This design comes from an exercise in tuning for small area, a short achievable clock period and few clock cycles per item on the open sky130 flow, not from production work.
In this exercise RTL edits were held to simulation tests only and were not proved equivalent to the original.

==> willow <==
// sparse_compactor
module sparse_compactor (
	clk,
	reset,
	i_in_valid,
	o_in_ready,
	i_act,
	i_wgt,
	o_out_valid,
	i_out_taken,
	o_act,
	o_wgt
);
localparam int L = 16;
localparam int EW = compact_pkg::ELEM_W;
localparam int W = L * EW;
localparam int CW = 2 * 5 + 9;  
input clk, reset;
input i_in_valid;
output logic o_in_ready;
input logic [W-1:0] i_act;
input logic [W-1:0] i_wgt;
output logic o_out_valid;
input i_out_taken;
output logic [W-1:0] o_act;
output logic [W-1:0] o_wgt;
logic [W-1:0] act_a, wgt_a, act_b, wgt_b;
logic [W-1:0] act_q1, wgt_q1, act_q2, wgt_q2;
logic [CW-1:0] act_c, wgt_c, act_cq, wgt_cq;
logic full1, full2;
logic load;
logic take1, hold1, take2, hold2;
compact_front act_front (.i_vec(i_act), .o_vec(act_a), .o_cnt(act_c));
compact_front wgt_front (.i_vec(i_wgt), .o_vec(wgt_a), .o_cnt(wgt_c));
assign load = !full2 || i_out_taken;
assign o_in_ready = load;
assign o_out_valid = full2;
always_ff @(posedge clk) begin
	if (reset) begin
		full1 <= 1'b0;
		full2 <= 1'b0;
	end
	else if (load) begin
		full1 <= i_in_valid;
		full2 <= full1;
	end
end
assign take1 = load && i_in_valid;
assign hold1 = !load && full1;
assign take2 = load && full1;
assign hold2 = full2 && !i_out_taken;
  ...
==> module sparse_compactor, before the edit <==
module sparse_compactor (
	clk,
	reset,
	i_in_valid,
	o_in_ready,
	i_act,
	i_wgt,
	o_out_valid,
	i_out_taken,
	o_act,
	o_wgt
);
localparam int L = 16;
localparam int EW = compact_pkg::ELEM_W;
localparam int W = L * EW;
localparam int CW = 2 * 5 + 9;  
input clk, reset;
input i_in_valid;
output logic o_in_ready;
input logic [W-1:0] i_act;
input logic [W-1:0] i_wgt;
output logic o_out_valid;
input i_out_taken;
output logic [W-1:0] o_act;
output logic [W-1:0] o_wgt;
logic [W-1:0] act_a, wgt_a, act_b, wgt_b;
logic [W-1:0] act_q1, wgt_q1, act_q2, wgt_q2;
logic [CW-1:0] act_c, wgt_c, act_cq, wgt_cq;
logic full1, full2;
logic load;
logic take1, hold1, take2, hold2;
compact_front act_front (.i_vec(i_act), .o_vec(act_a), .o_cnt(act_c));
compact_front wgt_front (.i_vec(i_wgt), .o_vec(wgt_a), .o_cnt(wgt_c));
assign load = !full2 || i_out_taken;
assign o_in_ready = load;
assign o_out_valid = full2;
always_ff @(posedge clk) begin
	if (reset) begin
		full1 <= 1'b0;
		full2 <= 1'b0;
	end
	else if (load) begin
		full1 <= i_in_valid;
		full2 <= full1;
	end
end
assign take1 = load && i_in_valid;
assign hold1 = !load && full1;
assign take2 = load && full1;
assign hold2 = full2 && !i_out_taken;
always_ff @(posedge clk) begin
	act_q1 <= (act_a & {W{take1}}) | (act_q1 & {W{hold1}});
	wgt_q1 <= (wgt_a & {W{take1}}) | (wgt_q1 & {W{hold1}});
	act_cq <= (act_c & {CW{take1}}) | (act_cq & {CW{hold1}});
	wgt_cq <= (wgt_c & {CW{take1}}) | (wgt_cq & {CW{hold1}});
	act_q2 <= (act_b & {W{take2}}) | (act_q2 & {W{hold2}});
	wgt_q2 <= (wgt_b & {W{take2}}) | (wgt_q2 & {W{hold2}});
end
compact_back act_back (.i_vec(act_q1), .i_cnt(act_cq), .o_vec(act_b));
compact_back wgt_back (.i_vec(wgt_q1), .i_cnt(wgt_cq), .o_vec(wgt_b));
assign o_act = act_q2;
assign o_wgt = wgt_q2;
endmodule
==> module compact_front, before the edit <==
module compact_front (
	input logic [16*compact_pkg::ELEM_W-1:0] i_vec,
	output logic [16*compact_pkg::ELEM_W-1:0] o_vec,
	output logic [2*5+9-1:0] o_cnt
);
logic [17*16-1:0] zc2, zc3;
compact_tree #(.FIRST(0), .LAST(2)) lv01 (
	.i_vec(i_vec), .i_zc('0), .i_raw(1'b1), .o_vec(o_vec), .o_zc(zc2));
compact_tree #(.FIRST(2), .LAST(3)) lv2c (
	.i_vec(o_vec), .i_zc(zc2), .i_raw(1'b0), .o_vec(), .o_zc(zc3));
assign o_cnt = {zc3[8:0], zc2[2*17 +: 5], zc2[0 +: 5]};
endmodule
==> module compact_back, before the edit <==
module compact_back (
	input logic [16*compact_pkg::ELEM_W-1:0] i_vec,
	input logic [2*5+9-1:0] i_cnt,
	output logic [16*compact_pkg::ELEM_W-1:0] o_vec
);
logic [16*compact_pkg::ELEM_W-1:0] v3;
logic [17*16-1:0] zc2, zc3;
always_comb begin
	zc2 = '0;
	zc2[0 +: 5] = i_cnt[0 +: 5];
	zc2[2*17 +: 5] = i_cnt[5 +: 5];
	zc3 = '0;
	zc3[0 +: 9] = i_cnt[10 +: 9];
end
compact_tree #(.FIRST(2), .LAST(3)) lv2 (
	.i_vec(i_vec), .i_zc(zc2), .i_raw(1'b0), .o_vec(v3), .o_zc());
compact_tree #(.FIRST(3), .LAST(4)) lv3 (
	.i_vec(v3), .i_zc(zc3), .i_raw(1'b0), .o_vec(o_vec), .o_zc());
endmodule
==> module compact_tree, before the edit <==
module compact_tree #(
	parameter int FIRST = 0,
	parameter int LAST = 4
) (
	input logic [16*compact_pkg::ELEM_W-1:0] i_vec,
	input logic [17*16-1:0] i_zc,
	input logic i_raw,
	output logic [16*compact_pkg::ELEM_W-1:0] o_vec,
	output logic [17*16-1:0] o_zc
);
localparam int L = 16;
localparam int EW = compact_pkg::ELEM_W;
logic [EW-1:0] d [5][L];
logic [16:0] zc [5][L];
logic [EW-1:0] acc;
always_comb begin
	for (int k = 0; k < L; k++) begin
		d[FIRST][k] = i_vec[k*EW +: EW];
		zc[FIRST][k] = i_zc[17*k +: 17];
		if (i_raw) begin
			zc[FIRST][k] = '0;
			zc[FIRST][k][0] = (d[FIRST][k] != '0);
			zc[FIRST][k][1] = (d[FIRST][k] == '0);
		end
	end
	for (int lv = FIRST; lv < LAST; lv++) begin
		for (int b = 0; b < (L >> (lv + 1)); b++) begin
			zc[lv+1][b] = '0;
			for (int x = 0; x <= (1 << lv); x++) begin
				for (int y = 0; y <= (1 << lv); y++) begin
					zc[lv+1][b][x+y] = zc[lv+1][b][x+y] | (zc[lv][2*b][x] & zc[lv][2*b+1][y]);
				end
			end
			for (int p = 0; p < 2 * (1 << lv); p++) begin
				acc = (p < (1 << lv)) ? d[lv][2*b*(1 << lv) + p] : '0;
				for (int s = 0; s <= (1 << lv); s++) begin
					if (p - (1 << lv) + s >= 0 && p - (1 << lv) + s < (1 << lv)) begin
						acc = acc | ({EW{zc[lv][2*b][s]}} & d[lv][(2*b+1)*(1 << lv) + p - (1 << lv) + s]);
					end
				end
				d[lv+1][b*2*(1 << lv) + p] = acc;
			end
		end
		for (int b = (L >> (lv + 1)); b < L; b++) begin
			zc[lv+1][b] = '0;
		end
	end
	for (int k = 0; k < L; k++) begin
		o_vec[k*EW +: EW] = d[LAST][k];
		o_zc[17*k +: 17] = zc[LAST][k];
	end
end
endmodule
clock: 5.0 ns
lec_check: 0
abc_clock_period_in_ps: 3000
cap_margin: 20
core_area: 5 5 455 455
die_area: 0 0 460 460
min_routing_layer: met2
setup_slack_margin: 2.5
slew_margin: 20
run.sh (not shown) runs the stock make flow with config.mk's settings and CLKGATE_MAP_FILE= SYNTH_SCRIPT=/design/flow/synth_recipe.tcl, a recipe that flattens the netlist after the stock synthesis.
==> ember (differences from willow) <==
==> flow/design.v (replaced) <==
package compact_pkg;
	localparam int ELEM_W = 4 + 16;
	typedef logic signed [ELEM_W-1:0] elem_t;
	typedef logic [$clog2(16)-1:0] idx_t;
	typedef enum logic [1:0] {
		ST_IDLE,  
		ST_SCAN,  
		ST_HOLD   
	} scan_state_e;
endpackage
`timescale 1ns/1ps
module sparse_compactor (
	clk,
	reset,
	i_in_valid,
	o_in_ready,
	i_act,
	i_wgt,
	o_out_valid,
	i_out_taken,
	o_act,
	o_wgt
);
localparam int L = 16;
localparam int EW = compact_pkg::ELEM_W;
localparam int W = L * EW;
input clk, reset;
input i_in_valid;
output logic o_in_ready;
input logic [W-1:0] i_act;
input logic [W-1:0] i_wgt;
output logic o_out_valid;
input i_out_taken;
output logic [W-1:0] o_act;
output logic [W-1:0] o_wgt;
compact_pkg::scan_state_e state;
logic [2:0] grp;
logic [W-1:0] act_f, wgt_f;
assign o_in_ready = (state == compact_pkg::ST_IDLE);
assign o_out_valid = (state == compact_pkg::ST_HOLD);
always_ff @(posedge clk) begin
	if (reset) begin
		state <= compact_pkg::ST_IDLE;
		grp <= '0;
	end
	else begin
		case (state)
			compact_pkg::ST_IDLE: begin
				grp <= '0;
				if (i_in_valid) state <= compact_pkg::ST_SCAN;
			end
			compact_pkg::ST_SCAN: begin
				grp <= grp + 1'b1;
				if (grp == 3'd7) state <= compact_pkg::ST_HOLD;
			end
			compact_pkg::ST_HOLD: begin
				if (i_out_taken) state <= compact_pkg::ST_IDLE;
			end
			default: state <= compact_pkg::ST_IDLE;
		endcase
	end
end
always_ff @(posedge clk) begin
	if (state == compact_pkg::ST_IDLE && i_in_valid) begin
		act_f <= i_act;
		wgt_f <= i_wgt;
	end
end
pack2 act_pack (.clk(clk), .i_clear(state == compact_pkg::ST_IDLE),
	.i_step(state == compact_pkg::ST_SCAN), .i_grp(grp), .i_frame(act_f), .o_slots(o_act));
pack2 wgt_pack (.clk(clk), .i_clear(state == compact_pkg::ST_IDLE),
	.i_step(state == compact_pkg::ST_SCAN), .i_grp(grp), .i_frame(wgt_f), .o_slots(o_wgt));
endmodule
module pack2 (
	input logic clk,
	input logic i_clear,
	input logic i_step,
	input logic [2:0] i_grp,
	input logic [16*compact_pkg::ELEM_W-1:0] i_frame,
	output logic [16*compact_pkg::ELEM_W-1:0] o_slots
);
localparam int L = 16;
localparam int EW = compact_pkg::ELEM_W;
logic [4:0] ptr;
logic [4:0] p;
logic [EW-1:0] e;
logic [L*EW-1:0] nxt;
always_comb begin
	nxt = o_slots;
	p = ptr;
	for (int k = 0; k < 2; k++) begin
		e = i_frame[(2*i_grp + k)*EW +: EW];
		if (e != '0) begin
			for (int s = 0; s < L; s++) begin
				if (p == 5'(s)) nxt[s*EW +: EW] = e;
			end
			p = p + 1'b1;
		end
	end
end
always_ff @(posedge clk) begin
	if (i_clear) begin
		o_slots <= '0;
		ptr <= '0;
	end
	else if (i_step) begin
		o_slots <= nxt;
		ptr <= p;
	end
end
endmodule
==> flow/config.mk (replaced) <==
export PLATFORM = sky130hd
export DESIGN_NAME = sparse_compactor
export DESIGN_NICKNAME = sparse_compactor
export VERILOG_FILES = /design/flow/design.v
export SDC_FILE = /design/flow/constraint.sdc
export NUM_CORES = 4
export LEC_CHECK = 0
export CAP_MARGIN = 20
export CORE_AREA = 5 5 415 415
export DIE_AREA = 0 0 420 420
export SLEW_MARGIN = 20
==> zinc (differences from willow) <==
==> flow/flow/run.sh (new file) <==
#!/bin/bash
# The standard layout, with plain buffers (buf_1, resized later as timing
# needs) on the ports instead of the delay cells buffer_ports picks by itself.
set -e
cd "$(dirname "$0")/.."
cp standard.sh standard_sh_copy.log
echo "export BUFFER_PORTS_ARGS = -buffer_cell sky130_fd_sc_hd__buf_1" >> "${FLOW_CONFIG:-config.mk}"
bash standard.sh > standard.log 2>&1
==> flow/standard.sh (new file) <==
#!/bin/bash
# synth_recipe.tcl (not shown) runs the flow's synth.tcl, then flattens the netlist and writes it again
# the make line also repeats each setting of config.mk as NAME=value (left out here)
make -C /OpenROAD-flow-scripts/flow DESIGN_CONFIG=/design/flow/config.mk WORK_HOME=/design/flow/orfs CLKGATE_MAP_FILE= SYNTH_SCRIPT=/design/flow/synth_recipe.tcl "${@:-finish}"
--- a/flow/config.mk
+++ b/flow/config.mk
@@ -13,2 +13,3 @@
 export SETUP_SLACK_MARGIN = 2.5
 export SLEW_MARGIN = 20
+export BUFFER_PORTS_ARGS = -buffer_cell sky130_fd_sc_hd__buf_1
removed: flow/run.sh
==> qor summary <==
item	zinc	ember	willow
Result of the run	aborted with a tool error	complete, no violations	aborted with a tool error
Stage where the flow stopped	5_1_grt	-	5_1_grt
Synth Area per Inst	8.27 sq um	11.4 sq um	8.27 sq um
Gpl congestion	1.31	1.02	1.23
Die Y-Extent	460 um	420 um	460 um
Number of buffers added by the clock tree synthesis step	153	150	150
Share of cell area taken by muxes after synthesis	0.261%	18.8%	0.261%
Cell accounting for the most synthesized area	dfxtp_1	edfxtp_1	dfxtp_1
Netlist Area Pre-Place	71300 sq um	66300 sq um	71300 sq um
Share of synthesized area occupied by flip-flops and latches	37.0%	48.7%	37.0%
Share of Yosys cell area claimed by the top area cell type	37.0%	29.0%	37.0%
Initial core utilization	35.3%	39.7%	35.3%
Area post-placement	78300 sq um	84600 sq um	86500 sq um
Fraction of the mapped netlist area in compound gates	42.6%	17.0%	42.6%
Number of synthesized flops with an enable pin	0	640	0
Area share of and/or/nand/nor cells after synthesis	13.3%	10.8%	13.3%
Number of warnings printed during yosys synthesis	11	2	11
Detail Placement HPWL	400000 um	255000 um	405000 um
Adder and majority cell fraction of the synthesized area	0.421%	0.351%	0.421%
Count of clock tree sinks	1320	1295	1320
Post-Synthesis Cells	8621	5824	8621
Buffer count from post-CTS setup fixing	111	10	148
Testbench counts of willow, summed over its fixed seeds: cycles 1,296, items 1,280.
Testbench counts of ember, summed over its fixed seeds: cycles 12,800, items 1,280.
Testbench counts of zinc, summed over its fixed seeds: cycles 1,296, items 1,280.

-- afterwards: timing with drivers on the ports --
No port has a modelled driver above. Below, the same layout with a new extraction and two added sets of constraints.
Step 1 assumes that a clkbuf_16 drives the clock port and a buf_2 every other input.
Step 2 adds t to the input delays and takes it off the output delays; t is the mean of the earliest and latest rising clock arrival at the registers after step 1. Input paths then give back, and output paths get back, about the clock's delay inside the block.
a / b / c = no drivers / after step 1 / after step 2; a / b = the first two.
run: ember
t (ns): 0.904
slack for setup (ns): 0.084 / 0.084 / 0.084
latest minus earliest clock arrival (ns): 0.057 / 0.058
After both steps setup and hold are still met in ember. The setup slack of ember moves by 0.000 ns with the drivers and by 0.000 ns with both steps.
